Background: an optimization exercise with open tools, aiming at small area, a short achievable clock period and few clock cycles per item. Do not read the settings as production practice.
Where RTL was checked, it was by simulation tests only, not by an equivalence proof against the original.
The RTL of runs 1 and 2 was laid out without a check of its function.
Power is estimated from default activity; no workload was simulated.

**design/flow/run.sh**
```bash
#!/bin/bash
# synth_recipe.tcl (not shown) runs the flow's synth.tcl, then flattens the netlist and writes it again
# the make line also repeats each setting of config.mk as NAME=value (left out here)
make -C /OpenROAD-flow-scripts/flow DESIGN_CONFIG=/design/flow/config.mk WORK_HOME=/design/flow/orfs CLKGATE_MAP_FILE= SYNTH_SCRIPT=/design/flow/synth_recipe.tcl finish
```
**design/flow/config.mk**
```make
export PLATFORM = sky130hd
export DESIGN_NAME = dmem_responder
export DESIGN_NICKNAME = dmem_responder
export VERILOG_FILES = /design/flow/design.v
export SDC_FILE = /design/flow/constraint.sdc
export NUM_CORES = 4
export LEC_CHECK = 0
export CAP_MARGIN = 20
export CORE_MARGIN = 2
export CORE_UTILIZATION = 40
export SETUP_SLACK_MARGIN = 1.5
export SLEW_MARGIN = 20
```
**design/flow/constraint.sdc**
```tcl
create_clock -name core_clock -period 5.0 [get_ports {clk}]
set_input_delay 1.0000 -clock core_clock [delete_from_list [all_inputs] [get_ports {clk}]]
set_output_delay 1.0000 -clock core_clock [all_outputs]
set_load 0.01 [all_outputs]
```
**design/flow/design.v**
```verilog
module dmem_responder #(
    parameter int unsigned DEPTH   = 64,
    parameter int unsigned ADDR_W  = 32,
    parameter int unsigned LATENCY = 2
) (
    input  logic              clk,
    input  logic              rst,
    input  logic              req_valid,
    output logic              req_ready,
    input  logic              req_we,
    input  logic [ADDR_W-1:0] req_addr,
    input  logic [2:0]        req_funct3,
    input  logic [31:0]       req_wdata,
    output logic              rsp_valid,
    input  logic              rsp_ready,
    output logic [31:0]       rsp_rdata,
    output logic              rsp_err,
    output logic              busy
);
    localparam int unsigned IDX_W = $clog2(DEPTH);
    logic [31:0] mem [DEPTH];
    logic unused_c;
    assign unused_c = ^{req_addr[ADDR_W-1:IDX_W+2]};
    logic [IDX_W-1:0] idx;
    logic [1:0]       off;
    logic [2:0]       f3;
    assign idx = req_addr[IDX_W+1:2];
    assign off = req_addr[1:0];
    assign f3  = req_funct3;
    logic err;
    assign err = (f3[1:0] == 2'b11) || (f3 == 3'b110) || (req_we && f3[2]) ||
                 (f3[1:0] == 2'b01 && off[0]) || (f3[1:0] == 2'b10 && off != 2'b00);
    logic acc;
    assign acc = req_valid && req_ready;
    logic [3:0]  st_be;
    logic [31:0] st_wd;
    always_comb begin
        case (f3[1:0])
            2'b00: begin
                st_be = 4'b0001 << off;
                st_wd = {4{req_wdata[7:0]}};
            end
            2'b01: begin
                st_be = off[1] ? 4'b1100 : 4'b0011;
                st_wd = {2{req_wdata[15:0]}};
            end
            default: begin
                st_be = 4'b1111;
                st_wd = req_wdata;
            end
        endcase
    end
    logic do_st;
    assign do_st = acc && req_we && !err;
    always_ff @(posedge clk) begin
        for (int w = 0; w < DEPTH; w++) begin
            for (int b = 0; b < 4; b++) begin
                if (do_st && idx == IDX_W'(w) && st_be[b]) mem[w][8*b +: 8] <= st_wd[8*b +: 8];
            end
        end
    end
    logic [31:0] rd_word;
    logic [7:0]  rd_byte;
    logic [15:0] rd_half;
    logic [31:0] ext;
    logic        ld;
    assign ld = !req_we && !err;
    always_comb begin
        rd_word = mem[idx];
        case (off)
            2'd0:    rd_byte = rd_word[7:0];
            2'd1:    rd_byte = rd_word[15:8];
            2'd2:    rd_byte = rd_word[23:16];
            default: rd_byte = rd_word[31:24];
        endcase
        rd_half = off[1] ? rd_word[31:16] : rd_word[15:0];
        case (f3[1:0])
            2'b00:   ext = {{24{rd_byte[7] & !f3[2]}}, rd_byte};
            2'b01:   ext = {{16{rd_half[15] & !f3[2]}}, rd_half};
            default: ext = rd_word;
        endcase
        if (!ld) ext = 32'd0;
    end
    logic        o_v, sk_v;
    logic [31:0] sk_data;
    logic        sk_err;
    logic        take;
    assign take = o_v && rsp_ready;
    logic n_o_v, n_sk_v;
    always_comb begin
        n_o_v  = (o_v && !take) || sk_v || acc;
        n_sk_v = (sk_v && !take) || (acc && (sk_v || (o_v && !take)));
    end
    always_ff @(posedge clk or negedge rst) begin
        if (!rst) begin
            o_v       <= 1'b0;
            sk_v      <= 1'b0;
            req_ready <= 1'b0;
            busy      <= 1'b0;
        end else begin
            o_v       <= n_o_v;
            sk_v      <= n_sk_v;
            req_ready <= !(n_o_v && n_sk_v);
            busy      <= n_o_v || n_sk_v;
        end
    end
    assign rsp_valid = o_v;
    always_ff @(posedge clk) begin
        if (!o_v || take) begin
            if (sk_v) begin
                rsp_rdata <= sk_data;
                rsp_err   <= sk_err;
            end else begin
                rsp_rdata <= ext;
                rsp_err   <= err;
            end
        end
        if (!sk_v || take) begin
            sk_data <= ext;
            sk_err  <= err;
        end
    end
endmodule
```
==> summary.txt, run 1 <==
Run status: finished clean
Post-synthesis average cell area: 16.1 sq um
Largest family of logic cells by synthesized area: simple AND/OR/NAND/NOR gates
PwrDens: 381 nW/um^2
Site row count: 165
Nets: 5,865
RePlAce Congestion: 1.01
Reg2reg start: mem[47][31]$_DFFE_PP_
Most common cell in the synthesized netlist: edfxtp_1
Iter 0 DRT Violations: 12,200
I/O Pins: 108
Sequential-to-total area share from yosys stat: 78.5%
Crit share post-route: 74.4%
Synth area leaders: edfxtp_1, a22oi_1, nand3_1
Final core occ: 49.4%
Post-placement cell area: 90,700 sq um
Final setup fails: 0
CP endpoint kind: register
Post-synth top cells: edfxtp_1, a22oi_1, nor2_1
Post-Layout Inst Area: 99,700 sq um
Pins over their slew limit: 0
Share of layout cells above drive strength 1: 24.3%
Flop-to-flop setup slack: 1510 ps
DP Worst Slack: -401 ps
Mux cell area share after synthesis: 0.575%
CTS HTree Levels: 4
Port bufs: 83
Core area: 202,000 sq um
LEAKAGE: 33.3 nW
Maximum clock rate: 269 MHz
Post-synthesis cell count: 5,042
Final wirelength: 365 mm
Most frequent CP cell: buf_6
Crit path max-delay family: simple AND/OR/NAND/NOR gates
R2R Path End: sk_data[23]$_DFFE_PP_
RSZ-0062 raised after global routing: true
XOR/XNOR share of the synthesized area: 0%
Netlist cell types: 85
Crit path required time: 5710 ps
YS warnings: 2
Yosys top cell area share: 78.4%
Fraction of registers with async set/reset: 0.189%
Post-synthesis simple-gate area fraction: 10.2%
Slowest stage delay, CP: 780 ps
Final worst slack: 1280 ps
Placed insts: 8,140
Post-Syn Area: 81,000 sq um
# Max-Cap Violations: 0
Clk buf depth: 3
Synth-to-Final Area Change: 23.2%
GR Overflow Total: 0
Final HPWL DP: 238 mm
Adder-Cell Fraction of Synth Area: 0%
Hold crit path type: in -> async
Synth area leader: edfxtp_1
EDFF count, synth: 2,114
Synth Net Count: 5,114
Die span in y: 454 um
Worst slew pin tran: 1160 ps
WP depth: 17
Hold_ws: 341 ps
Most used DFF post-synth: edfxtp_1
Final Non-Filler Cells: 8,646
Compound-Gate Fraction of Synth Area: 8.79%
DR DRC count: 0
Die W: 454 um
CP Class: in -> reg
Antenna-violating nets left: 0
Drt pass-1 iters: 7
Critical Path Start Type: input pin
Clock Latency Late Sink: 860 ps
Crit path buf inv count: 8
Vias in the first global route: 52,600
CP arrival: 4430 ps
Vias per cell: 6.72
Post-route minimum period: 3720 ps
TritonCTS buffer count: 208
GRT Util Overall: 34.8%
CTS Sinks: 2,118
Clock Skew: 39.1 ps
Die area: 206,000 sq um
Worst vdd ir: 0.370 mV
Worst Path Max Fanout: 18
Capture point of the critical path: sk_data[31]$_DFFE_PP_
Slew margin rel.: 22.2%
WL per Instance: 42.2 um
Endpoints failing hold: 0
CTS clk-pin slew, worst paths: 60 ps
Critical-path top delay cell: nor4bb_4
Count of state elements after synthesis: 2,118
Clock root buffer: clkbuf_16
Crit path from: req_addr[5]
CP cell instances: buf_16, buf_8, buf_6, nor4bb_4, buf_4, nand3_1, nand4_1, nor4_4, nand4_1, buf_4, o22ai_4, and4bb_4, buf_6, o31ai_4, buf_6, buf_12, a21oi_1
Pin count of the biggest net entering global routing: 67
Routed vias: 58,100
Starting density of the core: 40.1%
Initial antenna violation count: 19
First-pass GRT wire length: 476 mm
Reg2Reg Depth: 14
TritonCTS clock tree: done
-- registers in the layout (all words and copies together) (netlist names) --
| signal | cells |
|---|---|
| busy | 1 |
| mem | 2048 |
| o_v | 1 |
| req_ready | 1 |
| rsp_err | 1 |
| rsp_rdata | 32 |
| sk_data | 32 |
| sk_err | 1 |
| sk_v | 1 |
-- power by group --
group	leakage [nW]	switching, W	total [W]	internal (W)
sequential	19.2	0.0000664	0.0200	0.0199
combinational	11.0	0.00179	0.00264	0.000851
clock	3.17	0.00692	0.0154	0.00843
total	33.3	0.00877	0.0380	0.0292
-- cell families after synthesis --
group | after synthesis
AOI/OAI and AO/OA | 921
buffers and inverters | 361
DFF | 2118
muxes | 43
and+or+nand+nor | 1599
-- metal layers --
layer  vias to the layer above  wire (um)  track usage (%)  part of all wire, %
li1                      22000          -                -                    -
met1                     29200     123000             44.5                   34
met2                      5666     152000             49.0                   42
met3                      1274      59000             12.7                   16
met4                        18      30800             23.9                  8.4
met5                         -        336                0                0.092
-- metrics by stage --
stage | power [W] | TNS (ps)
after CTS | 0.0378 | 0
after global routing | 0.0387 | 0
final | 0.0380 | 0
after detailed placement | 0.0228 | -9240
after floorplan | 0.0214 | 0
after global placement | 0.0227 | -13640
-- cells in the final DEF (no fill, tap or decap), types with 19 or more instances in the layout --
master / instances
clkinv_2: 33
nor4_2: 19
nor2_4: 68
buf_4: 676
clkdlybuf4s50_1: 67
a22o_1: 56
and3_1: 206
a221oi_1: 75
clkbuf_16: 212
nand4_1: 168
mux2_2: 22
a2111oi_4: 22
edfxtp_1: 2114
a21oi_1: 25
o22ai_1: 40
a2111oi_2: 25
nand3_1: 349
buf_6: 35
nor2_2: 39
buf_12: 93
nor3_1: 20
a22oi_1: 500
clkbuf_1: 53
nor2_1: 281
o21ai_0: 25
nand2_1: 237
clkinv_1: 48
nor4_1: 33
nand3b_1: 45
-- area by class of cell --
type	count	area, sq um
Fill cell	16700	102000
Sequential cell	2118	63600
Multi-Input combinational cell	2565	17900
Timing Repair Buffer	892	8300
Clock buffer	264	5480
Tap cell	2672	3340
Clock inverter	112	1030
Antenna cell	15	37.5
Inverter	8	30.0
-- how the worst min path moves through the flow --
stage	end	slack, ps	cells after the start
2_1_floorplan	rsp_rdata[30]$_DFFE_PN_	500	2
3_3_place_gp	rsp_rdata[27]$_DFFE_PN_	510	2
3_5_place_dp	rsp_rdata[27]$_DFFE_PN_	510	2
4_1_cts	o_v$_DFF_PN0_	320	1
5_1_grt	o_v$_DFF_PN0_	340	1
6_report	o_v$_DFF_PN0_	340	1
-- repair_timing --
| item | CTS | global route |
|---|---|---|
| endpoints found under the setup margin | 532 | 59 |
| gates resized for setup | 177 | 83 |
| gates cloned | 6 | 1 |
| pin swaps | 46 | 20 |
| buffers inserted | 89 | 18 |
| hold buffers | 0 | 0 |
==> run 2, diff against run 1 <==
--- a/design/flow/design.v
+++ b/design/flow/design.v
@@ -52,5 +52,5 @@
     end
     logic do_st;
-    assign do_st = acc && req_we && !err;
+    assign do_st = acc && req_we && !err && rst;    
     always_ff @(posedge clk) begin
         for (int w = 0; w < DEPTH; w++) begin
@@ -60,63 +60,57 @@
         end
     end
-    logic [31:0] rd_word;
+    logic        s1_v, s1_ld, s1_err, s1_uns;
+    logic [1:0]  s1_off, s1_sz;
+    logic [31:0] s1_word;
+    logic        take, s1_move;
+    assign take    = rsp_valid && rsp_ready;
+    assign s1_move = !rsp_valid || rsp_ready;       
+    assign req_ready = !s1_v || s1_move;
+    always_ff @(posedge clk) begin
+        if (req_ready) begin
+            s1_word <= mem[idx];
+            s1_ld   <= !req_we && !err;
+            s1_err  <= err;
+            s1_off  <= off;
+            s1_sz   <= f3[1:0];
+            s1_uns  <= f3[2];
+        end
+    end
     logic [7:0]  rd_byte;
     logic [15:0] rd_half;
     logic [31:0] ext;
-    logic        ld;
-    assign ld = !req_we && !err;
     always_comb begin
-        rd_word = mem[idx];
-        case (off)
-            2'd0:    rd_byte = rd_word[7:0];
-            2'd1:    rd_byte = rd_word[15:8];
-            2'd2:    rd_byte = rd_word[23:16];
-            default: rd_byte = rd_word[31:24];
+        case (s1_off)
+            2'd0:    rd_byte = s1_word[7:0];
+            2'd1:    rd_byte = s1_word[15:8];
+            2'd2:    rd_byte = s1_word[23:16];
+            default: rd_byte = s1_word[31:24];
         endcase
-        rd_half = off[1] ? rd_word[31:16] : rd_word[15:0];
-        case (f3[1:0])
-            2'b00:   ext = {{24{rd_byte[7] & !f3[2]}}, rd_byte};
-            2'b01:   ext = {{16{rd_half[15] & !f3[2]}}, rd_half};
-            default: ext = rd_word;
+        rd_half = s1_off[1] ? s1_word[31:16] : s1_word[15:0];
+        case (s1_sz)
+            2'b00:   ext = {{24{rd_byte[7] & !s1_uns}}, rd_byte};
+            2'b01:   ext = {{16{rd_half[15] & !s1_uns}}, rd_half};
+            default: ext = s1_word;
         endcase
-        if (!ld) ext = 32'd0;
+        if (!s1_ld) ext = 32'd0;
     end
-    logic        o_v, sk_v;
-    logic [31:0] sk_data;
-    logic        sk_err;
-    logic        take;
-    assign take = o_v && rsp_ready;
-    logic n_o_v, n_sk_v;
-    always_comb begin
-        n_o_v  = (o_v && !take) || sk_v || acc;
-        n_sk_v = (sk_v && !take) || (acc && (sk_v || (o_v && !take)));
-    end
+    logic n_s1_v, n_o_v;
+    assign n_s1_v = acc || (s1_v && !s1_move);
+    assign n_o_v  = (s1_v && s1_move) || (rsp_valid && !take);
     always_ff @(posedge clk or negedge rst) begin
         if (!rst) begin
-            o_v       <= 1'b0;
-            sk_v      <= 1'b0;
-            req_ready <= 1'b0;
+            s1_v      <= 1'b0;
+            rsp_valid <= 1'b0;
             busy      <= 1'b0;
         end else begin
-            o_v       <= n_o_v;
-            sk_v      <= n_sk_v;
-            req_ready <= !(n_o_v && n_sk_v);
-            busy      <= n_o_v || n_sk_v;
+            s1_v      <= n_s1_v;
+            rsp_valid <= n_o_v;
+            busy      <= n_s1_v || n_o_v;
         end
     end
-    assign rsp_valid = o_v;
     always_ff @(posedge clk) begin
-        if (!o_v || take) begin
-            if (sk_v) begin
-                rsp_rdata <= sk_data;
-                rsp_err   <= sk_err;
-            end else begin
-                rsp_rdata <= ext;
-                rsp_err   <= err;
-            end
-        end
-        if (!sk_v || take) begin
-            sk_data <= ext;
-            sk_err  <= err;
+        if (s1_move) begin
+            rsp_rdata <= ext;
+            rsp_err   <= s1_err;
         end
     end
--- a/design/flow/config.mk
+++ b/design/flow/config.mk
@@ -9,4 +9,4 @@
 export CORE_MARGIN = 2
 export CORE_UTILIZATION = 40
-export SETUP_SLACK_MARGIN = 1.5
+export SETUP_SLACK_MARGIN = 2.6
 export SLEW_MARGIN = 20
==> summary.txt, run 2 <==
DR DRC count: 0 (unchanged)
WL per Instance: 47.9 um (+13%)
Yosys top cell area share: 80.2% (+1.8 points)
Most used DFF post-synth: edfxtp_1
Share of layout cells above drive strength 1: 36.3% (+12 points)
Reg2reg start: rsp_valid$_DFF_PN0_
DP Worst Slack: 322 ps (+723 ps)
Final wirelength: 412 mm (+13%)
Core area: 197,000 sq um (-2.2%)
# Max-Cap Violations: 1 (+1)
Iter 0 DRT Violations: 13,700 (+12%)
First-pass GRT wire length: 513 mm (+7.8%)
Pint: 0.0290 W (-0.79%)
Total Power: 0.0377 W (-0.89%)
TNS Setup: 0 ps (unchanged)
Most common cell in the synthesized netlist: edfxtp_1
Vias per cell: 7.18 (+6.8%)
Drt pass-1 iters: 9 (+2)
CP Class: in -> reg
RePlAce Congestion: 1.06 (+5.1%)
Count of state elements after synthesis: 2,123 (+0.24%)
Clk buf depth: 3 (unchanged)
Routed vias: 61,700 (+6.2%)
Synth-to-Final Area Change: 37.5%
Die area: 202,000 sq um (-2.0%)
Max FFs per register: 2,048 (unchanged)
Endpoints failing hold: 0 (unchanged)
Clock share of power: 40.8% (+0.4 points)
CTS Sinks: 2,123 (+0.24%)
Switch Pwr: 0.00867 W (-1.2%)
WL met2: 159 mm (+4.8%)
Max Used Layer: met5
Run status: failed layout checks
TritonCTS buffer count: 206 (-0.96%)
Synth area leaders: edfxtp_1, a22oi_1, nor2_1
LEAKAGE: 35.7 nW (+7.2%)
Slew margin rel.: -16.1% (-38 points)
RSZ-0062 raised after global routing: true
Hold_ws: 308 ps (-33.7 ps)
Flop-to-flop setup slack: 2350 ps (+840 ps)
I/O Pins: 108 (unchanged)
Seq pwr share: 53.1% (+0.4 points)
Gate power share: 6.1% (-0.8 points)
Starting density of the core: 40.2% (+0.10 points)
CP endpoint kind: register
Commonest non-fill, non-tap cells in the layout: edfxtp_1, a22oi_1, buf_4
YS warnings: 2 (unchanged)
Pin count of the biggest net entering global routing: 66 (-1.5%)
Final HPWL DP: 228 mm (-4.3%)
Worst vdd ir: 0.383 mV (+3.5%)
Hold crit path type: in -> async
CTS HTree Levels: 4 (unchanged)
Post-synthesis cell count: 4,610 (-8.6%)
CP arrival: 4190 ps (-240 ps)
GR Overflow Total: 0 (unchanged)
Commonest non-fill, non-tap cell in the layout: edfxtp_1
Port bufs: 83 (unchanged)
Post-Syn Area: 79,400 sq um (-2.0%)
Met3 WL post-DR: 78.9 mm (+34%)
Multi-input combinational cell area: 19,100 sq um (+6.5%)
Site row count: 163 (-1.2%)
Fillers: 14,500 (-13%)
Sw Ratio: 23.0% (-0.078 points)
Synth Net Count: 4,682 (-8.4%)
Sequential-to-total area share from yosys stat: 80.3% (+1.8 points)
Reg2Reg Depth: 13 (-1)
R2R Path End: mem[3][0]$_DFFE_PP_
Reg with most FFs: mem
Nets: 5,810 (-0.94%)
Post-synthesis average cell area: 17.2 sq um (+7.2%)
Antenna-violating nets left: 0 (unchanged)
Final worst slack: 1520 ps (+242 ps)
Crit path required time: 5720 ps (about the same)
TritonCTS clock tree: done
GRT Util Overall: 38.6% (+3.9 points)
Clock Skew: 40.1 ps (+1.05 ps)
Fraction of registers with async set/reset: 0.141% (-0.048 points)
Post-synth top cells: edfxtp_1, a22oi_1, nor2_1
Initial antenna violation count: 49 (+30)
Maximum clock rate: 288 MHz (+7.0%)
Netlist cell types: 68 (-20%)
Top Registers: mem x2048, rsp_rdata x32, s1_word x32
Sequential Area: 63,700 sq um (+0.24%)
Worst slew pin tran: 1740 ps (+573 ps)
Clock Latency Late Sink: 890 ps (+30 ps)
Pins over their slew limit: 6 (+6)
Synth area leader: edfxtp_1
Vias in the first global route: 54,100 (+2.9%)
Die W: 449 um (-0.98%)
Met1 WL: 125 mm (+1.9%)
Violated checks: max-capacitance violations, max-slew violations
PwrDens: 345 nW/um^2 (-9.5%)
Worst Path Max Fanout: 7 (-11)
Critical Path Start Type: input pin
CTS clk-pin slew, worst paths: 60 ps (about the same)
Crit share post-route: 69.5% (-4.8 points)
Die span in y: 449 um (-0.98%)
Post-route minimum period: 3480 ps (-242 ps)
Clock root buffer: clkbuf_16
EDFF count, synth: 2,120 (+0.28%)
Final setup fails: 0 (unchanged)
## run 2: how the worst max path moves through the flow
| stage | depth (start not counted) | from | endpoint | slack, ps |
|---|---|---|---|---|
| detailed placement | 9 | req_addr[2] | s1_word[30]$_DFFE_PN_ | 320 |
| global route | 10 | req_addr[5] | s1_word[19]$_DFFE_PN_ | 1820 |
| CTS | 4 | rsp_valid$_DFF_PN0_ | req_ready | 2200 |
| finish | 10 | req_addr[5] | s1_word[19]$_DFFE_PN_ | 1520 |
| global placement | 9 | req_addr[2] | s1_word[30]$_DFFE_PN_ | 430 |
| floorplan | 9 | req_addr[5] | s1_word[13]$_DFFE_PN_ | 1880 |
## run 2: cells by family after synthesis
logic type / Yosys count / synth area share [%]
flip-flops: 2123 / 80.3
AO/OA/AOI/OAI: 1094 / 10.3
AND/OR/NAND/NOR: 973 / 6.12
buffers and inverters: 298 / 1.61
multiplexers: 122 / 1.62
## run 2: per-layer routing
metal / GRT usage (%) / vias up
met1: 44.1 / 30400
met4: 32.2 / 79
met2: 50.9 / 7395
met3: 22.6 / 2473
met5: 6.27 / -
li1: - / 21400
## run 2: repair_timing
action                                   CTS  global route
pin swaps                                411           246
endpoints found under the hold margin      0             0
setup buffers                            621            89
hold buffers                               0             0
cloned                                    48            15
gates resized for setup                  738           271
endpoints found under the setup margin  2320          2440
## run 2: layout make-up
cell class / count / share of cell area, %
antenna: 53 / 0.122
clock buffer: 260 / 5.04
clock inverter: 116 / 0.893
inverter: 15 / 0.0516
multi-input combinational: 2194 / 17.5
sequential: 2123 / 58.4
tap: 2640 / 3.03
timing repair buffer: 1198 / 15.0
## run 2: worst max-delay path, stage by stage
cell and delay (ps):
buf_16 140, buf_8 150, or2_4 290, buf_8 160
nor3_4 1340, clkbuf_16 460, a22oi_1 120, nand4_1 160
nor4_1 100, a21oi_2 230
## run 2: through the flow
stage / cell area, sq um / utilization, % / std cells
2_1_floorplan: 82700 / - / 4610
3_3_place_gp: 88200 / 44.7 / 7388
3_5_place_dp: 88300 / 44.8 / 7395
4_1_cts: 107000 / 54.0 / 8440
5_1_grt: 109000 / 55.3 / 8568
6_report: 109000 / 55.3 / 8599
## run 2: power groups by stage
stage          registers (W)  clock network [W]  logic [W]
6_report              0.0200             0.0153    0.00231
5_1_grt               0.0200             0.0159    0.00226
4_1_cts               0.0200             0.0152    0.00200
3_5_place_dp          0.0204                  0    0.00166
3_3_place_gp          0.0204                  0    0.00163
2_1_floorplan         0.0202                  0   0.000765
==> run 3, diff against run 2 <==
--- a/design/flow/design.v
+++ b/design/flow/design.v
@@ -63,17 +63,38 @@
     logic [1:0]  s1_off, s1_sz;
     logic [31:0] s1_word;
-    logic        take, s1_move;
-    assign take    = rsp_valid && rsp_ready;
-    assign s1_move = !rsp_valid || rsp_ready;       
-    assign req_ready = !s1_v || s1_move;
+    logic [31:0] rd_l1 [DEPTH/4];
+    logic [31:0] rd_l2 [DEPTH/16];
+    logic [31:0] rd_word;
+    always_comb begin
+        for (int g = 0; g < DEPTH/4; g++) begin
+            case (idx[1:0])
+                2'd0:    rd_l1[g] = mem[4*g];
+                2'd1:    rd_l1[g] = mem[4*g+1];
+                2'd2:    rd_l1[g] = mem[4*g+2];
+                default: rd_l1[g] = mem[4*g+3];
+            endcase
+        end
+        for (int h = 0; h < DEPTH/16; h++) begin
+            case (idx[3:2])
+                2'd0:    rd_l2[h] = rd_l1[4*h];
+                2'd1:    rd_l2[h] = rd_l1[4*h+1];
+                2'd2:    rd_l2[h] = rd_l1[4*h+2];
+                default: rd_l2[h] = rd_l1[4*h+3];
+            endcase
+        end
+        case (idx[5:4])
+            2'd0:    rd_word = rd_l2[0];
+            2'd1:    rd_word = rd_l2[1];
+            2'd2:    rd_word = rd_l2[2];
+            default: rd_word = rd_l2[3];
+        endcase
+    end
     always_ff @(posedge clk) begin
-        if (req_ready) begin
-            s1_word <= mem[idx];
-            s1_ld   <= !req_we && !err;
-            s1_err  <= err;
-            s1_off  <= off;
-            s1_sz   <= f3[1:0];
-            s1_uns  <= f3[2];
-        end
+        s1_word <= rd_word;
+        s1_ld   <= !req_we && !err;
+        s1_err  <= err;
+        s1_off  <= off;
+        s1_sz   <= f3[1:0];
+        s1_uns  <= f3[2];
     end
     logic [7:0]  rd_byte;
@@ -95,22 +116,47 @@
         if (!s1_ld) ext = 32'd0;
     end
-    logic n_s1_v, n_o_v;
-    assign n_s1_v = acc || (s1_v && !s1_move);
-    assign n_o_v  = (s1_v && s1_move) || (rsp_valid && !take);
-    always_ff @(posedge clk or negedge rst) begin
+    logic        v0, v1, v2;
+    logic [31:0] q1_data, q2_data;
+    logic        q1_err, q2_err;
+    logic        take;
+    assign take = v0 && rsp_ready;
+    logic [1:0] k, k_next;
+    always_comb begin
+        k      = 2'(v0) + 2'(v1) + 2'(v2);
+        k_next = k - 2'(take) + 2'(s1_v);
+    end
+    always_ff @(posedge clk) begin
         if (!rst) begin
             s1_v      <= 1'b0;
-            rsp_valid <= 1'b0;
+            v0        <= 1'b0;
+            v1        <= 1'b0;
+            v2        <= 1'b0;
+            req_ready <= 1'b0;
             busy      <= 1'b0;
         end else begin
-            s1_v      <= n_s1_v;
-            rsp_valid <= n_o_v;
-            busy      <= n_s1_v || n_o_v;
+            s1_v      <= acc;
+            v0        <= k_next >= 2'd1;
+            v1        <= k_next >= 2'd2;
+            v2        <= k_next == 2'd3;
+            req_ready <= (3'(k_next) + 3'(acc)) <= 3'd2;
+            busy      <= (k_next != 2'd0) || acc;
         end
     end
+    assign rsp_valid = v0;
     always_ff @(posedge clk) begin
-        if (s1_move) begin
-            rsp_rdata <= ext;
-            rsp_err   <= s1_err;
+        if (!v0 || take) begin
+            rsp_rdata <= v1 ? q1_data : ext;
+            rsp_err   <= v1 ? q1_err  : s1_err;
+        end
+        if (take) begin
+            q1_data <= v2 ? q2_data : ext;
+            q1_err  <= v2 ? q2_err  : s1_err;
+        end else if (!v1) begin
+            q1_data <= ext;
+            q1_err  <= s1_err;
+        end
+        if (!v2 || take) begin
+            q2_data <= ext;
+            q2_err  <= s1_err;
         end
     end
--- a/design/flow/config.mk
+++ b/design/flow/config.mk
@@ -8,5 +8,7 @@
 export CAP_MARGIN = 20
 export CORE_MARGIN = 2
-export CORE_UTILIZATION = 40
+export CORE_UTILIZATION = 75
+export CTS_CLUSTER_DIAMETER = 70
+export CTS_CLUSTER_SIZE = 26
 export SETUP_SLACK_MARGIN = 2.6
 export SLEW_MARGIN = 20
==> summary.txt, run 3 <==
LEAKAGE: 33.1 nW (-7.3%)
Post-synthesis cell count: 4,630 (+0.43%)
Antenna-violating nets left: 0 (unchanged)
Slew margin rel.: 17.4% (+34 points)
Crit share post-route: 60.1% (-9.4 points)
Post-synth top cells: edfxtp_1, nor2_1, mux4_2
TNS Setup: 0 ps (unchanged)
Share of layout cells above drive strength 1: 33.6% (-2.7 points)
Final HPWL DP: 144 mm (-37%)
Iter 0 DRT Violations: 12,300 (-10%)
Slowest stage delay, CP: 710 ps (-630 ps)
Reg with most FFs: mem
Routed vias: 56,100 (-9.1%)
DR DRC count: 0 (unchanged)
Drt pass-1 iters: 10 (+1)
Final setup fails: 0 (unchanged)
Commonest non-fill, non-tap cells in the layout: edfxtp_1, mux4_2, nor2_4
Fraction of registers with async set/reset: 0% (-0.14 points)
Count of state elements after synthesis: 2,192 (+3.3%)
Crit path buf inv count: 2 (-2)
Pin count of the biggest net entering global routing: 66 (unchanged)
Die span in y: 342 um (-24%)
Fillers: 3,475 (-76%)
Crit path max-delay family: compound AO/OA/AOI/OAI gates
WL per Instance: 46.5 um (-2.8%)
Initial antenna violation count: 33 (-33%)
GRT Util Overall: 48.3% (+9.7 points)
Maximum clock rate: 333 MHz (+16%)
Synth Net Count: 4,707 (+0.53%)
Flop-to-flop setup slack: 2540 ps (+190 ps)
Most frequent CP cell: bufbuf_16
Clock Skew: 73.6 ps (+33.4 ps)
# Max-Cap Violations: 0 (-1)
Synth-to-Final Area Change: 19.9%
Capture point of the critical path: s1_word[28]$_DFF_P_
Post-synthesis average cell area: 18.5 sq um (+7.6%)
Worst Path Max Fanout: 11 (+4)
Netlist cell types: 67 (-1.5%)
Endpoints failing hold: 0 (unchanged)
Crit path required time: 5580 ps (-140 ps)
Clock Latency Late Sink: 800 ps (-90 ps)
Final wirelength: 311 mm (-24%)
GR Overflow Total: 0 (unchanged)
TritonCTS buffer count: 108 (-48%)
Yosys top cell area share: 74.0% (-6.2 points)
Vias per cell: 8.38 (+17%)
PwrDens: 333 nW/um^2 (-3.6%)
DP Worst Slack: 579 ps (+257 ps)
Clk buf depth: 3 (unchanged)
Sequential-to-total area share from yosys stat: 75.8% (-4.5 points)
Final worst slack: 1990 ps (+470 ps)
Post-Syn Area: 85,800 sq um (+8.1%)
Max FFs per register: 2,048 (unchanged)
Most common cell in the synthesized netlist: edfxtp_1
Reg2Reg Depth: 4 (-9)
Hold crit path type: in -> reg
Core area: 114,000 sq um (-42%)
CTS clk-pin slew, worst paths: 100 ps (+40 ps)
CP cell instances: bufbuf_16, bufbuf_16, mux4_2, a22o_1, o21ai_1, a31oi_1
CP endpoint kind: register
Cts hold-fix bufs: 0 (unchanged)
CP Class: in -> reg
RePlAce Congestion: 0.941 (-11%)
Site row count: 124 (-24%)
CTS HTree Levels: 3 (-1)
Die area: 117,000 sq um (-42%)
R2R Path End: s1_word[28]$_DFF_P_
Critical Path Start Type: input pin
Post-route minimum period: 3010 ps (-470 ps)
Starting density of the core: 75.3% (+35 points)
Crit path from: req_addr[2]
Synth area leaders: edfxtp_1, mux4_2, mux2i_1
Critical-path top delay cell: o21ai_1
Pins over their slew limit: 0 (-6)
Commonest non-fill, non-tap cell in the layout: edfxtp_1
Port bufs: 83 (unchanged)
CP arrival: 3590 ps (-600 ps)
Run status: finished clean
Die W: 342 um (-24%)
RSZ-0062 raised after global routing: true
First-pass GRT wire length: 389 mm (-24%)
Nets: 5,164 (-11%)
I/O Pins: 108 (unchanged)
TritonCTS clock tree: done
Synth area leader: edfxtp_1
WP depth: 6 (-4)
Reg2reg start: mem[27][28]$_DFFE_PP_
CTS Sinks: 2,192 (+3.3%)
Clock root buffer: clkbuf_16
Most used DFF post-synth: edfxtp_1
YS warnings: 4 (+2)
EDFF count, synth: 2,114 (-0.28%)
Worst slew pin tran: 1230 ps (-502 ps)
Vias in the first global route: 51,800 (-4.3%)
Worst vdd ir: 0.506 mV (+32%)
-- run 3: layout make-up --
class | instances | area, sq um | area share (%)
clock inverters | 53 | 607 | 0.590
diodes | 22 | 55.1 | 0.0535
well taps | 1512 | 1890 | 1.84
inverters | 51 | 213 | 0.207
clock buffers | 126 | 2870 | 2.79
flip-flops and latches | 2192 | 65100 | 63.3
multi-input cells | 2101 | 22900 | 22.3
repair buffers | 632 | 9180 | 8.93
repair inverters | 1 | 5.00 | 0.00487
-- run 3: repair_timing --
item | CTS | global route
pin swaps | 207 | 103
setup buffers | 261 | 65
gates cloned | 48 | 17
gates resized for setup | 460 | 176
endpoints found under the setup margin | 2510 | 2265
-- run 3: logic make-up after synthesis --
group,synth area share (%)
DFF,75.8
AOI/OAI and AO/OA,5.87
muxes,13.1
and+or+nand+nor,2.97
buffers and inverters,2.14
adders and majority gates,0.0817
xor gates and xnor gates,0.0102
-- run 3: per-layer routing --
layer  track usage, %  up-vias  part of all wire [%]
li1                 -    19700                     -
met3             18.1     2202                    19
met2             70.2     7345                    43
met1             62.4    26800                    28
met4             30.9       22                    10
met5                0        -                  0.12
-- run 3: worst min-delay path by stage --
stage | startpoint | depth (start not counted) | to | slack (ps)
floorplan | s1_err$_DFF_P_ | 0 | q2_err$_DFFE_PP_ | 420
global placement | q2_data[16]$_DFFE_PP_ | 2 | q1_data[16]$_DFF_P_ | 490
detailed placement | q2_data[0]$_DFFE_PP_ | 2 | q1_data[0]$_DFF_P_ | 510
CTS | req_funct3[0] | 1 | s1_sz[0]$_DFF_P_ | 360
global route | req_funct3[0] | 1 | s1_sz[0]$_DFF_P_ | 350
finish | req_funct3[0] | 1 | s1_sz[0]$_DFF_P_ | 340
-- run 3: worst register-to-register path, cell delays in order (launching register included) --
cell and delay [ps]:
edfxtp_1 420, mux4_2 540, a22o_1 290, o21ai_1 710, a31oi_1 290
-- run 3: where the power goes --
group | total [W] | leakage [nW] | switching (W) | internal, W
sequential | 0.0204 | 19.9 | 0.000121 | 0.0203
clock | 0.0107 | 1.68 | 0.00627 | 0.00447
combinational | 0.00304 | 11.6 | 0.00206 | 0.000978
-- run 3: through the flow --
stage | util (%) | power, W | hold slack, ps | instances | instance area, sq um
floorplan | - | 0.0221 | 422 | 4630 | 89300
global placement | 79.9 | 0.0230 | 485 | 6096 | 91000
detailed placement | 79.9 | 0.0231 | 510 | 6097 | 91000
CTS | 88.5 | 0.0332 | 359 | 6585 | 101000
global route | 90.2 | 0.0344 | 347 | 6670 | 103000
finish | 90.3 | 0.0342 | 343 | 6690 | 103000
Testbench counts of run 3, summed over its fixed seeds: cycles 4,816, items 4,800.
==> run 4, diff against run 3 <==
--- a/design/flow/config.mk
+++ b/design/flow/config.mk
@@ -8,5 +8,5 @@
 export CAP_MARGIN = 20
 export CORE_MARGIN = 2
-export CORE_UTILIZATION = 75
+export CORE_UTILIZATION = 65
 export CTS_CLUSTER_DIAMETER = 70
 export CTS_CLUSTER_SIZE = 26
==> summary.txt, run 4 <==
PwrDens: 344 nW/um^2 (+3.5%)
LEAKAGE: 32.9 nW (-0.69%)
Placed insts: 6,358 (+4.3%)
CP endpoint kind: register
GR Overflow Total: 0 (unchanged)
Max FFs per register: 2,048 (unchanged)
Vias in the first global route: 47,200 (-8.9%)
TritonCTS clock tree: done
Crit path max-delay family: compound AO/OA/AOI/OAI gates
Most frequent CP cell: a31oi_1
Adder-Cell Fraction of Synth Area: 0.0817% (unchanged)
Die W: 367 um (+7.3%)
EDFF count, synth: 2,114 (unchanged)
Iter 0 DRT Violations: 7,842 (-36%)
Die span in y: 367 um (+7.3%)
CP Class: in -> reg
Worst vdd ir: 0.377 mV (-26%)
Run status: finished clean
Vias per cell: 7.01 (-16%)
# diodes: 0 (-100%)
Initial antenna violation count: 10 (-70%)
Crit path buf inv count: 2 (unchanged)
RePlAce Congestion: 0.909 (-3.4%)
Post-synth top cells: edfxtp_1, nor2_1, mux4_2
Post-synthesis simple-gate area fraction: 2.97% (unchanged)
Most common cell in the synthesized netlist: edfxtp_1
Port bufs: 83 (unchanged)
RSZ-0062 raised after global routing: true
Crit share post-route: 50.0% (-10 points)
Fillers: 6,977 (+100%)
CP arrival: 3160 ps (-430 ps)
TritonCTS buffer count: 131 (+21%)
Worst slew pin tran: 1150 ps (-85.7 ps)
Post-synthesis cell count: 4,630 (unchanged)
Clock Skew: 30.9 ps (-42.7 ps)
Final HPWL DP: 148 mm (+2.6%)
Mux cell area share after synthesis: 13.1% (unchanged)
Critical-path top delay cell: mux4_2
YS warnings: 4 (unchanged)
Sequential Area: 65,100 sq um (about the same)
Maximum clock rate: 400 MHz (+20%)
Synth-to-Final Area Change: 19.0%
Pin count of the biggest net entering global routing: 67 (+1.5%)
Multi-input combinational cell area: 22,400 sq um (-2.2%)
Synth Net Count: 4,707 (unchanged)
Slew margin rel.: 23.5% (+6.0 points)
Netlist cell types: 67 (unchanged)
Worst Path Max Fanout: 17 (+6)
Antenna-violating nets left: 0 (unchanged)
First-pass GRT wire length: 350 mm (-10%)
Synth area leaders: edfxtp_1, mux4_2, mux2i_1
Starting density of the core: 65.3% (-10 points)
Slowest stage delay, CP: 560 ps (-150 ps)
Post-Syn Area: 85,800 sq um (unchanged)
Post-synthesis average cell area: 18.5 sq um (unchanged)
Yosys top cell area share: 74.0% (unchanged)
Drt pass-1 iters: 7 (-3)
Die area: 135,000 sq um (+15%)
Reg with most FFs: mem
CTS Sinks: 2,192 (unchanged)
Largest family of logic cells by synthesized area: multiplexers
XOR/XNOR share of the synthesized area: 0.0102% (unchanged)
Routed vias: 48,500 (-14%)
Final Non-Filler Cells: 6,913 (+3.3%)
WL per Instance: 35.8 um (-23%)
Share of layout cells above drive strength 1: 33.5% (about the same)
TNS Setup: 0 ps (unchanged)
Clock Latency Late Sink: 830 ps (+30 ps)
GRT Util Overall: 37.1% (-11 points)
Synth area leader: edfxtp_1
CP cell instances: buf_16, buf_6, mux4_2, a221oi_2, a211oi_1, a31oi_1, a31oi_1
Site row count: 133 (+7.3%)
Core area: 131,000 sq um (+15%)
Pins over their slew limit: 0 (unchanged)
Most used DFF post-synth: edfxtp_1
Critical Path Start Type: input pin
Count of state elements after synthesis: 2,192 (unchanged)
Clk buf depth: 3 (unchanged)
Commonest non-fill, non-tap cells in the layout: edfxtp_1, mux4_2, nor2_4
Endpoints failing hold: 0 (unchanged)
# Max-Cap Violations: 0 (unchanged)
I/O Pins: 108 (unchanged)
Compound-Gate Fraction of Synth Area: 5.87% (unchanged)
CTS clk-pin slew, worst paths: 100 ps (about the same)
Commonest non-fill, non-tap cell in the layout: edfxtp_1
Final setup fails: 0 (unchanged)
Crit path required time: 5660 ps (+80 ps)
Hold crit path type: in -> reg
Sequential-to-total area share from yosys stat: 75.8% (unchanged)
Post-route minimum period: 2500 ps (-504 ps)
DR DRC count: 0 (unchanged)
Nets: 5,133 (-0.60%)
CTS HTree Levels: 4 (+1)
Final wirelength: 247 mm (-21%)
Fraction of registers with async set/reset: 0% (unchanged)
Clock root buffer: clkbuf_16
-- run 4: cell counts after synthesis --
Identical to the previous run, type by type.
-- run 4: metal layers --
metal | part of all wire (%) | GRT usage [%]
met3 | 14 | 10.4
met1 | 37 | 54.1
met5 | 0.015 | 0
met4 | 4.7 | 14.8
met2 | 45 | 54.1
-- run 4: per-stage QoR --
| step | utilization, % | total power (W) | instance area [sq um] | hold WS (ps) | worst slack [ps] |
|---|---|---|---|---|---|
| after floorplan | - | 0.0221 | 89300 | 422 | 1950 |
| after global placement | 69.6 | 0.0231 | 91400 | 486 | 677 |
| after detailed placement | 69.6 | 0.0231 | 91400 | 498 | 651 |
| after CTS | 77.3 | 0.0351 | 102000 | 337 | 2520 |
| after global routing | 77.7 | 0.0359 | 102000 | 287 | 2550 |
| final | 77.7 | 0.0351 | 102000 | 318 | 2500 |
-- run 4: area by class of cell --
| type | instances | area share (%) |
|---|---|---|
| Timing Repair Buffer | 581 | 7.47 |
| Sequential cell | 2192 | 63.7 |
| Timing Repair inverter | 1 | 0.00490 |
| Multi-Input combinational cell | 2098 | 22.0 |
| Inverter | 51 | 0.205 |
| Clock buffer | 142 | 3.39 |
| Clock inverter | 93 | 1.07 |
| Tap cell | 1755 | 2.15 |
-- run 4: final timing paths --
kind	slack, ps	to	startpoint	cells after the start
max	2500	s1_word[9]$_DFF_P_	req_addr[2]	7
min	320	s1_off[0]$_DFF_P_	req_addr[0]	1
max reg2reg	2690	rsp_rdata[14]$_DFFE_PP_	s1_word[31]$_DFF_P_	5
min reg2reg	520	q1_data[12]$_DFF_P_	q2_data[12]$_DFFE_PP_	2
-- run 4: worst register-to-register path: cells and delay by family (launching register included) --
| family | cells | cell delay, ps |
|---|---|---|
| compound gates | 4 | 1320 |
| mux | 1 | 220 |
| flops | 1 | 570 |
-- run 4: power breakdown --
part | internal (W) | total, W | switching [W]
clock | 0.00575 | 0.0121 | 0.00637
sequential | 0.0203 | 0.0204 | 0.000115
combinational | 0.000865 | 0.00261 | 0.00175
total | 0.0269 | 0.0351 | 0.00824
-- run 4: what timing repair did --
item,in CTS,in global routing
cloned,30,3
setup endpoints to repair,2354,1825
resized for setup,393,85
setup buffers,275,11
pin swaps,197,22
hold buffers,0,0
-- run 4: cells by family (layout without fill, tap and decap cells) --
family	Yosys count	count (layout)
xor+xnor	1	1
buf+inv	351	868
compound gates	769	769
flops	2192	2192
mux	700	700
simple gates	612	623
fa+ha+maj	5	5
==> run 5, diff against run 4 <==
--- a/design/flow/config.mk
+++ b/design/flow/config.mk
@@ -9,6 +9,6 @@
 export CORE_MARGIN = 2
 export CORE_UTILIZATION = 65
-export CTS_CLUSTER_DIAMETER = 70
-export CTS_CLUSTER_SIZE = 26
-export SETUP_SLACK_MARGIN = 2.6
+export CTS_CLUSTER_DIAMETER = 80
+export CTS_CLUSTER_SIZE = 30
+export SETUP_SLACK_MARGIN = 2.4
 export SLEW_MARGIN = 20
==> summary.txt, run 5 <==
Sequential-to-total area share from yosys stat: 75.8% (unchanged)
Post-synth top cells: edfxtp_1, nor2_1, mux4_2
EDFF count, synth: 2,114 (unchanged)
CP endpoint kind: register
Most common cell in the synthesized netlist: edfxtp_1
CP cell instances: buf_16, nor2_4, buf_4, buf_4, a221oi_1, o21a_1, o31ai_1, a32oi_1
Max FFs per register: 2,048 (unchanged)
TritonCTS buffer count: 94 (-28%)
LEAKAGE: 31.6 nW (-3.9%)
Clock share of power: 29.7% (-4.8 points)
Synth area leaders: edfxtp_1, mux4_2, mux2i_1
Most frequent CP cell: buf_4
Reg with most FFs: mem
Clock Latency Late Sink: 780 ps (-50 ps)
GRT Util Overall: 36.1% (-1.0 points)
Pin count of the biggest net entering global routing: 80 (+19%)
Post-synthesis average cell area: 18.5 sq um (unchanged)
Final setup fails: 0 (unchanged)
TritonCTS clock tree: done
Run status: finished clean
Synth-to-Final Area Change: 15.7%
DP Worst Slack: 599 ps (-51.8 ps)
Final wirelength: 244 mm (-1.3%)
Yosys top cell area share: 74.0% (unchanged)
Critical-path top delay cell: nor2_4
R2R Path End: req_ready$_SDFF_PN0_
Worst slew pin tran: 1190 ps (+40.2 ps)
Vias in the first global route: 46,000 (-2.6%)
Iter 0 DRT Violations: 7,483 (-4.6%)
Clk buf depth: 3 (unchanged)
Starting density of the core: 65.3% (unchanged)
Hold Path End: s1_sz[0]$_DFF_P_
Pins over their slew limit: 0 (unchanged)
CTS Sinks: 2,192 (unchanged)
Fraction of registers with async set/reset: 0% (unchanged)
Initial antenna violation count: 11 (+1)
Flop-to-flop setup slack: 2510 ps (-180 ps)
Slew margin rel.: 20.8% (-2.7 points)
CTS clk-pin slew, worst paths: 100 ps (about the same)
WL per Instance: 36.1 um (+0.86%)
RSZ-0062 raised after global routing: true
Synth Net Count: 4,707 (unchanged)
Die span in y: 367 um (unchanged)
Routed vias: 48,000 (-0.93%)
# Max-Cap Violations: 0 (unchanged)
Commonest non-fill, non-tap cells in the layout: edfxtp_1, mux4_2, nor2_4
Crit share post-route: 54.5% (+4.5 points)
Nets: 5,003 (-2.5%)
YS warnings: 4 (unchanged)
I/O Pins: 108 (unchanged)
Site row count: 133 (unchanged)
Crit path required time: 5610 ps (-50 ps)
Pint: 0.0251 W (-6.7%)
Core area: 131,000 sq um (unchanged)
Slowest stage delay, CP: 600 ps (+40 ps)
Drt pass-1 iters: 6 (-1)
Switch Pwr: 0.00759 W (-7.9%)
CP arrival: 3340 ps (+180 ps)
Gate power share: 7.8% (+0.4 points)
GR Overflow Total: 0 (unchanged)
TNS Setup: 0 ps (unchanged)
Final HPWL DP: 148 mm (+0.27%)
PwrDens: 329 nW/um^2 (-4.3%)
Antenna-violating nets left: 0 (unchanged)
Netlist cell types: 67 (unchanged)
First-pass GRT wire length: 341 mm (-2.5%)
Reg2reg start: v1$_SDFF_PN0_
Worst Path Max Fanout: 31 (+14)
Die area: 135,000 sq um (unchanged)
CTS HTree Levels: 3 (-1)
Post-route minimum period: 2730 ps (+225 ps)
Count of state elements after synthesis: 2,192 (unchanged)
Seq pwr share: 62.5% (+4.4 points)
Worst Hold Path Cells: 1 (unchanged)
Reg2Reg Depth: 9 (+4)
Post-synthesis cell count: 4,630 (unchanged)
Worst vdd ir: 0.323 mV (-14%)
Post-Syn Area: 85,800 sq um (unchanged)
Synth area leader: edfxtp_1
Critical Path Start Type: input pin
Final worst slack: 2270 ps (-225 ps)
DR DRC count: 0 (unchanged)
Die W: 367 um (unchanged)
Endpoints failing hold: 0 (unchanged)
Sw Ratio: 23.2% (-0.22 points)
Commonest non-fill, non-tap cell in the layout: edfxtp_1
Port bufs: 83 (unchanged)
Vias per cell: 7.10 (+1.3%)
Clock root buffer: clkbuf_16
CP Class: in -> reg
Hold crit path type: in -> reg
Most used DFF post-synth: edfxtp_1
RePlAce Congestion: 0.907 (-0.21%)
Final core occ: 75.6% (-2.2 points)
Clock Skew: 55.4 ps (+24.5 ps)
Hold_ws: 368 ps (+50.0 ps)
Share of layout cells above drive strength 1: 29.5% (-4.1 points)
Hold path startpoint: req_funct3[0]
Maximum clock rate: 367 MHz (-8.2%)
[run 5: power groups by stage]
stage          Clock [W]  Sequential, W  Combinational, W
3_5_place_dp           0         0.0208           0.00230
2_1_floorplan          0         0.0208           0.00132
5_1_grt           0.0103         0.0204           0.00262
6_report         0.00972         0.0204           0.00255
4_1_cts          0.00977         0.0204           0.00245
3_3_place_gp           0         0.0208           0.00226
[run 5: cell families after synthesis]
| family | share of synthesized area, % |
|---|---|
| AOI/OAI and AO/OA | 5.87 |
| xor gates and xnor gates | 0.0102 |
| adders and majority gates | 0.0817 |
| buffers and inverters | 2.14 |
| DFF | 75.8 |
| muxes | 13.1 |
| and+or+nand+nor | 2.97 |
[run 5: what timing repair did]
action                                   CTS  global route
gates resized for setup                  197            60
setup buffers                            170            27
hold buffers                               0             0
gates cloned                              28             8
pin swaps                                164            53
endpoints found under the setup margin  2687           920
[run 5: worst max path at each step]
stage                       start               endpoint  slack [ps]
detailed placement  req_funct3[0]    mem[4][1]$_DFFE_PP_         600
global route        v1$_SDFF_PN0_   req_ready$_SDFF_PN0_        2310
global placement    req_funct3[0]    mem[4][1]$_DFFE_PP_         670
CTS                     rsp_ready   req_ready$_SDFF_PN0_        2290
floorplan             req_addr[2]  mem[44][16]$_DFFE_PP_        1990
finish                req_addr[3]    s1_word[21]$_DFF_P_        2270
[run 5: cell type report]
class                           instances  area, sq um
Clock inverter                         46          558
Fill cell                            7379        32100
Clock buffer                          122         2550
Tap cell                             1755         2200
Antenna cell                            9         22.5
Timing Repair inverter                  1         5.00
Timing Repair Buffer                  487         6480
Sequential cell                      2192        65100
Multi-Input combinational cell       2099        22200
Inverter                               51          210
[run 5: routing by layer]
| metal | vias to the layer above | share of wire (%) | global-route usage (%) |
|---|---|---|---|
| li1 | 19400 | - | - |
| met1 | 24800 | 37 | 53.1 |
| met2 | 3337 | 45 | 53.3 |
| met3 | 498 | 13 | 8.94 |
| met4 | 10 | 4.2 | 13.9 |
| met5 | - | 0.023 | 0 |
[run 5: worst max-delay path, delay by kind of cell]
kind | cells | cell delay (ps)
buffers and inverters | 3 | 680
AO/OA/AOI/OAI | 4 | 930
AND/OR/NAND/NOR | 1 | 600
[run 5: through the flow]
step,instance area [sq um],power [W],cells
floorplan,89200,0.0221,4630
global placement,91500,0.0231,6352
detailed placement,91500,0.0231,6352
CTS,98400,0.0326,6718
global route,99200,0.0334,6753
finish,99200,0.0327,6762

## separate check: timing with driven ports
Ports are ideal in the flow. The routed layouts listed here were re-timed in OpenROAD.
Step 1 assumes that a clkbuf_16 drives the clock port and a buf_2 every other input.
Step 2, shift: input delay + t, output delay - t, t = (earliest + latest rising clock arrival at the registers) / 2. This alone moves slack from input paths to output paths.
Three values: ideal ports, drivers, drivers and shift; two values: the first two.
run | shift t [ns] | setup slack, ns | cell pins on the clock port's net
run 1 | 0.949 | 1.282 / 1.267 / 0.318 | 1
run 2 | 0.976 | 1.524 / 1.396 / 0.420 | 1
run 3 | 0.851 | 1.994 / 1.673 / 0.822 | 1
run 4 | 0.881 | 2.498 / 2.203 / 1.322 | 1
run 5 | 0.837 | 2.274 / 2.199 / 1.362 | 1
For run 4, which loses most, drivers alone change the setup slack by -0.295 ns; drivers and shift together by -1.176 ns.
